Source: an optimization exercise on an open RTL-to-GDS flow (aim: small area, a short achievable clock period and few clock cycles). Production flows keep margins and buffers that such runs may drop. Only simulation tests tie the RTL to the original design; equivalence was not proved. Power and IR drop assume default switching activity.

Setup of run 1:
// laser_dot_centroid_ranger
module laser_dot_centroid_ranger (
    input  logic                 i_clk,
    input  logic                 i_rst_n,
    input  logic                 s_axis_tvalid,
    output logic                 s_axis_tready,
    input  logic [47:0]          s_axis_tdata,
    input  logic                 s_axis_tlast,
    output logic                 m_axis_tvalid,
    input  logic                 m_axis_tready,
    output logic [55:0]          m_axis_tdata,
    output logic [1:0]           m_axis_tuser,
    input  logic                 i_cfg_we,
    input  logic [2:0]           i_cfg_idx,
    input  logic [COEF_W-1:0]    i_cfg_data
);
==> flow/config.mk <==
export PLATFORM = sky130hd
export DESIGN_NAME = laser_dot_centroid_ranger
export DESIGN_NICKNAME = laser_dot_centroid_ranger
export VERILOG_FILES = /design/flow/design.v
export SDC_FILE = /design/flow/constraint.sdc
export NUM_CORES = 4
export LEC_CHECK = 0
export ABC_AREA = 1
export CAP_MARGIN = 20
export CORE_MARGIN = 2
export CORE_UTILIZATION = 40
export CTS_BUF_LIST = sky130_fd_sc_hd__clkbuf_8
export CTS_CLUSTER_DIAMETER = 50
export CTS_CLUSTER_SIZE = 16
export SETUP_SLACK_MARGIN = 5
export SLEW_MARGIN = 20
export SYNTH_MEMORY_MAX_BITS = 16384
export TNS_END_PERCENT = 100
==> flow/constraint.sdc <==
create_clock -name core_clock -period 9.0 [get_ports {i_clk}]
set_input_delay 1.8000 -clock core_clock [delete_from_list [all_inputs] [get_ports {i_clk}]]
set_output_delay 1.8000 -clock core_clock [all_outputs]
set_load 0.01 [all_outputs]
run.sh (not shown) runs the stock make flow with config.mk's settings and CLKGATE_MAP_FILE= SYNTH_SCRIPT=/design/flow/synth_recipe.tcl, a recipe that flattens the netlist after the stock synthesis.
Testbench counts of run 1, summed over its fixed seeds: cycles 43,134.
What run 2 does differently from run 1 at the input level:
Settings: TNS_END_PERCENT now 0, was 100.
Findings:
- The power after layout on run 2 is in line with that on run 1.
- Power per standard cell area (run 2 vs. run 1) increases slightly
- Relative to run 1, power consumed by combinational cells has decreased by about 1% in run 2.
- Growth of design area from synthesis to finish in run 2 is 0.66 points lower than in run 1
- Comparing run 2 and run 1, the higher final standard cell utilization of the core is on run 1.
- Sort run 2 and run 1 by number of signal-net buffers in the layout desc -> top: run 1
Input changes introduced in run 3 (baseline for comparison: run 2):
Settings: a change of TNS_END_PERCENT from 0 to 100; a deleted CTS_CLUSTER_DIAMETER that had been 50; a deleted CTS_CLUSTER_SIZE that had been 16; a deleted CTS_BUF_LIST that had been sky130_fd_sc_hd__clkbuf_8.
==> flow/flow/run.sh (new file) <==
#!/bin/bash
set -euo pipefail
bash standard.sh SETUP_SLACK_MARGIN=5.5 finish > flow_standard.log 2>&1
==> flow/standard.sh (new file) <==
#!/bin/bash
# synth_recipe.tcl (not shown) runs the flow's synth.tcl, then flattens the netlist and writes it again
# the make line also repeats each setting of config.mk as NAME=value (left out here)
make -C /OpenROAD-flow-scripts/flow DESIGN_CONFIG=/design/flow/config.mk WORK_HOME=/design/flow/orfs CLKGATE_MAP_FILE= SYNTH_SCRIPT=/design/flow/synth_recipe.tcl "${@:-finish}"
removed: flow/run.sh
==> summary.txt <==
- Run 3 finished every stage and its layout cleared the timing, design-rule and antenna checks.
- Layout-stage area growth over the synthesis result (higher): run 3
- Per the comparison of run 3 with run 2, first-pass GRT wire length rose by about 4%, total power went up, part of the total power dissipated in combinational logic shows no meaningful change.
Edits applied to the flow inputs when going from run 3 to run 4:
Settings: CTS_CLUSTER_DIAMETER now 60, previously not set; CTS_BUF_LIST now sky130_fd_sc_hd__clkbuf_8, previously not set; CTS_CLUSTER_SIZE now 20, previously not set.
==> flow/run.sh (new file) <==
#!/bin/bash
# synth_recipe.tcl (not shown) runs the flow's synth.tcl, then flattens the netlist and writes it again
# the make line also repeats each setting of config.mk as NAME=value (left out here)
make -C /OpenROAD-flow-scripts/flow DESIGN_CONFIG=/design/flow/config.mk WORK_HOME=/design/flow/orfs CLKGATE_MAP_FILE= SYNTH_SCRIPT=/design/flow/synth_recipe.tcl finish
removed: flow/flow/run.sh
removed: flow/standard.sh
[summary]
Maximum clock rate, run 4 and run 3: larger value in run 3. Run 4 vs. run 3: wire length of the first global-routing pass dropped 3.6%, fraction of area in clock buffers and inverters dropped 1.9 points, minimum hold slack dropped 8.7 ps, pre-CTS setup slack dropped 29 ps, minimum setup slack in the final design dropped 170 ps. The switching part of the total number comes out higher for run 4 vs run 3. Of the two values seen for group drawing the most power, the clock network was produced by run 3 and sequential cells by run 4. Summary — number of design-rule violations left by the first detailed-router iteration, run 4 relative to run 3: lower, by 599. The final wirelength in run 4 is 0.920 times that in run 3.

---

job 5809:
Starting RTL as in the previous note.
// laser_dot_centroid_ranger
module laser_dot_centroid_ranger (
    input  logic                 i_clk,
    input  logic                 i_rst_n,
    input  logic                 s_axis_tvalid,
    output logic                 s_axis_tready,
    input  logic [47:0]          s_axis_tdata,
    input  logic                 s_axis_tlast,
    output logic                 m_axis_tvalid,
    input  logic                 m_axis_tready,
    output logic [55:0]          m_axis_tdata,
    output logic [1:0]           m_axis_tuser,
    input  logic                 i_cfg_we,
    input  logic [2:0]           i_cfg_idx,
    input  logic [COEF_W-1:0]    i_cfg_data
);
    logic [LEFT_W-1:0] r_left;
    logic [CROP_W-1:0] r_width, r_rows;
    logic [COEF_W-1:0] r_off, r_slope, r_shift;
    always_ff @(posedge i_clk) begin
        if (!i_rst_n) begin
            r_left  <= LEFT_W'(224);
            r_width <= CROP_W'(192);
            r_rows  <= CROP_W'(479);
            r_off   <= '0;
            r_slope <= '0;
            r_shift <= '0;
        end else if (i_cfg_we) begin
            case (i_cfg_idx)
                3'd0: r_left  <= i_cfg_data[LEFT_W-1:0];
                3'd1: r_width <= i_cfg_data[CROP_W-1:0];
                3'd2: r_rows  <= i_cfg_data[CROP_W-1:0];
                3'd3: r_off   <= i_cfg_data;
                3'd4: r_slope <= i_cfg_data;
                3'd5: r_shift <= i_cfg_data;
                default: ;
            endcase
        end
    end
    logic             pix_acc, hit, last2, last3, free, snap, pend, done;
    logic [COL_W-1:0] col;
    logic [ROW_W-1:0] row;
    assign pix_acc = s_axis_tvalid && s_axis_tready;
    ldcr_ctrl u_ctrl (
        .i_clk      (i_clk),
        .i_rst_n    (i_rst_n),
  ...
Settings: LEC_CHECK=0, ABC_AREA=1, CAP_MARGIN=20, CORE_MARGIN=2, CORE_UTILIZATION=60, CTS_BUF_LIST=sky130_fd_sc_hd__clkbuf_8, CTS_CLUSTER_DIAMETER=50, CTS_CLUSTER_SIZE=16, PLACE_DENSITY=0.75, SETUP_SLACK_MARGIN=5, SLEW_MARGIN=20, SYNTH_MEMORY_MAX_BITS=16384, TNS_END_PERCENT=100; clock period 9.0 ns.
Stock flow here: none of the scripts above is used.
Testbench counts of job 5809, summed over its fixed seeds: cycles 43,134.
What job 7881 does differently from job 5809 at the input level:
--- a/flow/config.mk
+++ b/flow/config.mk
@@ -10,7 +10,6 @@
 export CORE_MARGIN = 2
-export CORE_UTILIZATION = 60
+export CORE_UTILIZATION = 40
 export CTS_BUF_LIST = sky130_fd_sc_hd__clkbuf_8
 export CTS_CLUSTER_DIAMETER = 50
-export CTS_CLUSTER_SIZE = 16
-export PLACE_DENSITY = 0.75
+export CTS_CLUSTER_SIZE = 20
 export SETUP_SLACK_MARGIN = 5
==> comparison <==
[job 7881] arrival time at the worst endpoint rose 30 ps relative to job 5809. Job 5809 has a lower placeable core region than job 7881. Combinational power share in job 7881 is 1.3 points below job 5809. Area: job 7881 vs job 5809 -> job 7881 larger. When the final numbers for job 7881 and job 5809 were put side by side, the clock network fraction of design power turned out to be greater in job 7881.
## Diff of input files: job 1293 against job 7881
--- a/flow/config.mk
+++ b/flow/config.mk
@@ -10,6 +10,4 @@
 export CORE_MARGIN = 2
-export CORE_UTILIZATION = 40
-export CTS_BUF_LIST = sky130_fd_sc_hd__clkbuf_8
-export CTS_CLUSTER_DIAMETER = 50
-export CTS_CLUSTER_SIZE = 20
+export CORE_UTILIZATION = 60
+export PLACE_DENSITY = 0.75
 export SETUP_SLACK_MARGIN = 5
## What came out
Job 7881 completed end to end with timing, DRC and antenna clean. The final layout from job 1293, which completed every stage, passed the timing, design-rule and antenna checks at the end of the flow. Against job 7881, relative slew slack in job 1293 came out worse. In job 1293, cell area after layout is lower than in job 7881. Re row count: job 7881 was higher than job 1293. Job 1293 vs job 7881 — layout clock buffer count climbed by more than 10%. The higher least setup slack across all paths after layout of job 7881 and job 1293 is in job 7881. Lower switching part of the total power goes to job 1293 over job 7881. Job 7881 ended up with u_dp.r_r[7] as its capture point of the worst path; job 1293 ended up with u_dp.r_r[27]. Row register-to-register slack: job 1293 lower / job 7881 higher. Count of inverters other than clock inverters in the layout: job 1293 vs job 7881, no meaningful difference. Relative to job 7881, the wire length of the first global-routing pass of job 1293 is lower by 0.92%. Job 1293 vs. job 7881: total power climbed 19 uW, global-route usage up 14 points.
Modified inputs, job 4472 compared to job 1293
--- a/flow/config.mk
+++ b/flow/config.mk
@@ -10,4 +10,6 @@
 export CORE_MARGIN = 2
-export CORE_UTILIZATION = 60
-export PLACE_DENSITY = 0.75
+export CORE_UTILIZATION = 50
+export CTS_BUF_LIST = sky130_fd_sc_hd__clkbuf_8
+export CTS_CLUSTER_DIAMETER = 50
+export CTS_CLUSTER_SIZE = 16
 export SETUP_SLACK_MARGIN = 5
Lower number of logic inverters in the finished layout goes to job 4472 over job 1293.
Looking at via count across job 4472 and job 1293, the one that comes out higher is job 1293.
Looking at job 4472 and job 1293, the cell area is a wash.
Taking job 1293 as the reference, in job 4472 worst path setup slack after routing rose by 180 ps, placed standard-cell area rose by 140 sq um.
Routed wire in job 4472 totals more than in job 1293.
On minimum period implied by the final worst setup slack, job 4472 does better than job 1293.

[afterwards: timing with drivers on the ports]
In the flow no input, the clock included, has a driving cell. The finished layouts below were timed again as built, in two steps. Step 1 (the two cells are an assumption about what drives the block):
set clk [get_ports {i_clk}]
set_driving_cell -lib_cell sky130_fd_sc_hd__clkbuf_16 $clk
set_driving_cell -lib_cell sky130_fd_sc_hd__buf_2 [delete_from_list [all_inputs] $clk]
Step 2, shift: input delay + t, output delay - t, t = (earliest + latest rising clock arrival at the registers) / 2. This alone moves slack from input paths to output paths. Three values: no drivers, after step 1, after step 2; two values: the first two.
run | shift t [ns] | slack for setup (ns) | worst setup path after step 2 | latest minus earliest clock arrival (ns) | cell pins on the clock port's net
run 1 | 0.760 | 5.135 / 5.135 / 4.428 | input to register | 0.050 / 0.050 | 1
run 2 | 0.756 | 4.978 / 4.978 / 4.345 | input to register | 0.045 / 0.045 | 1
run 3 | 0.681 | 5.292 / 5.296 / 4.631 | input to register | 0.039 / 0.039 | 1
run 4 | 0.730 | 5.120 / 5.120 / 4.438 | input to register | 0.035 / 0.035 | 1
job 5809 | 0.726 | 5.099 / 5.099 / 4.502 | input to register | 0.062 / 0.062 | 1
job 7881 | 0.762 | 5.108 / 5.108 / 4.466 | input to register | 0.052 / 0.051 | 1
job 1293 | 0.649 | 4.984 / 4.984 / 4.478 | input to register | 0.025 / 0.025 | 1
job 4472 | 0.764 | 5.160 / 5.160 / 4.451 | input to register | 0.054 / 0.053 | 1
After both steps setup and hold are still met in every run listed. The setup slack of job 4472, which loses most, moves by 0.000 ns with the drivers and by -0.709 ns with both steps.
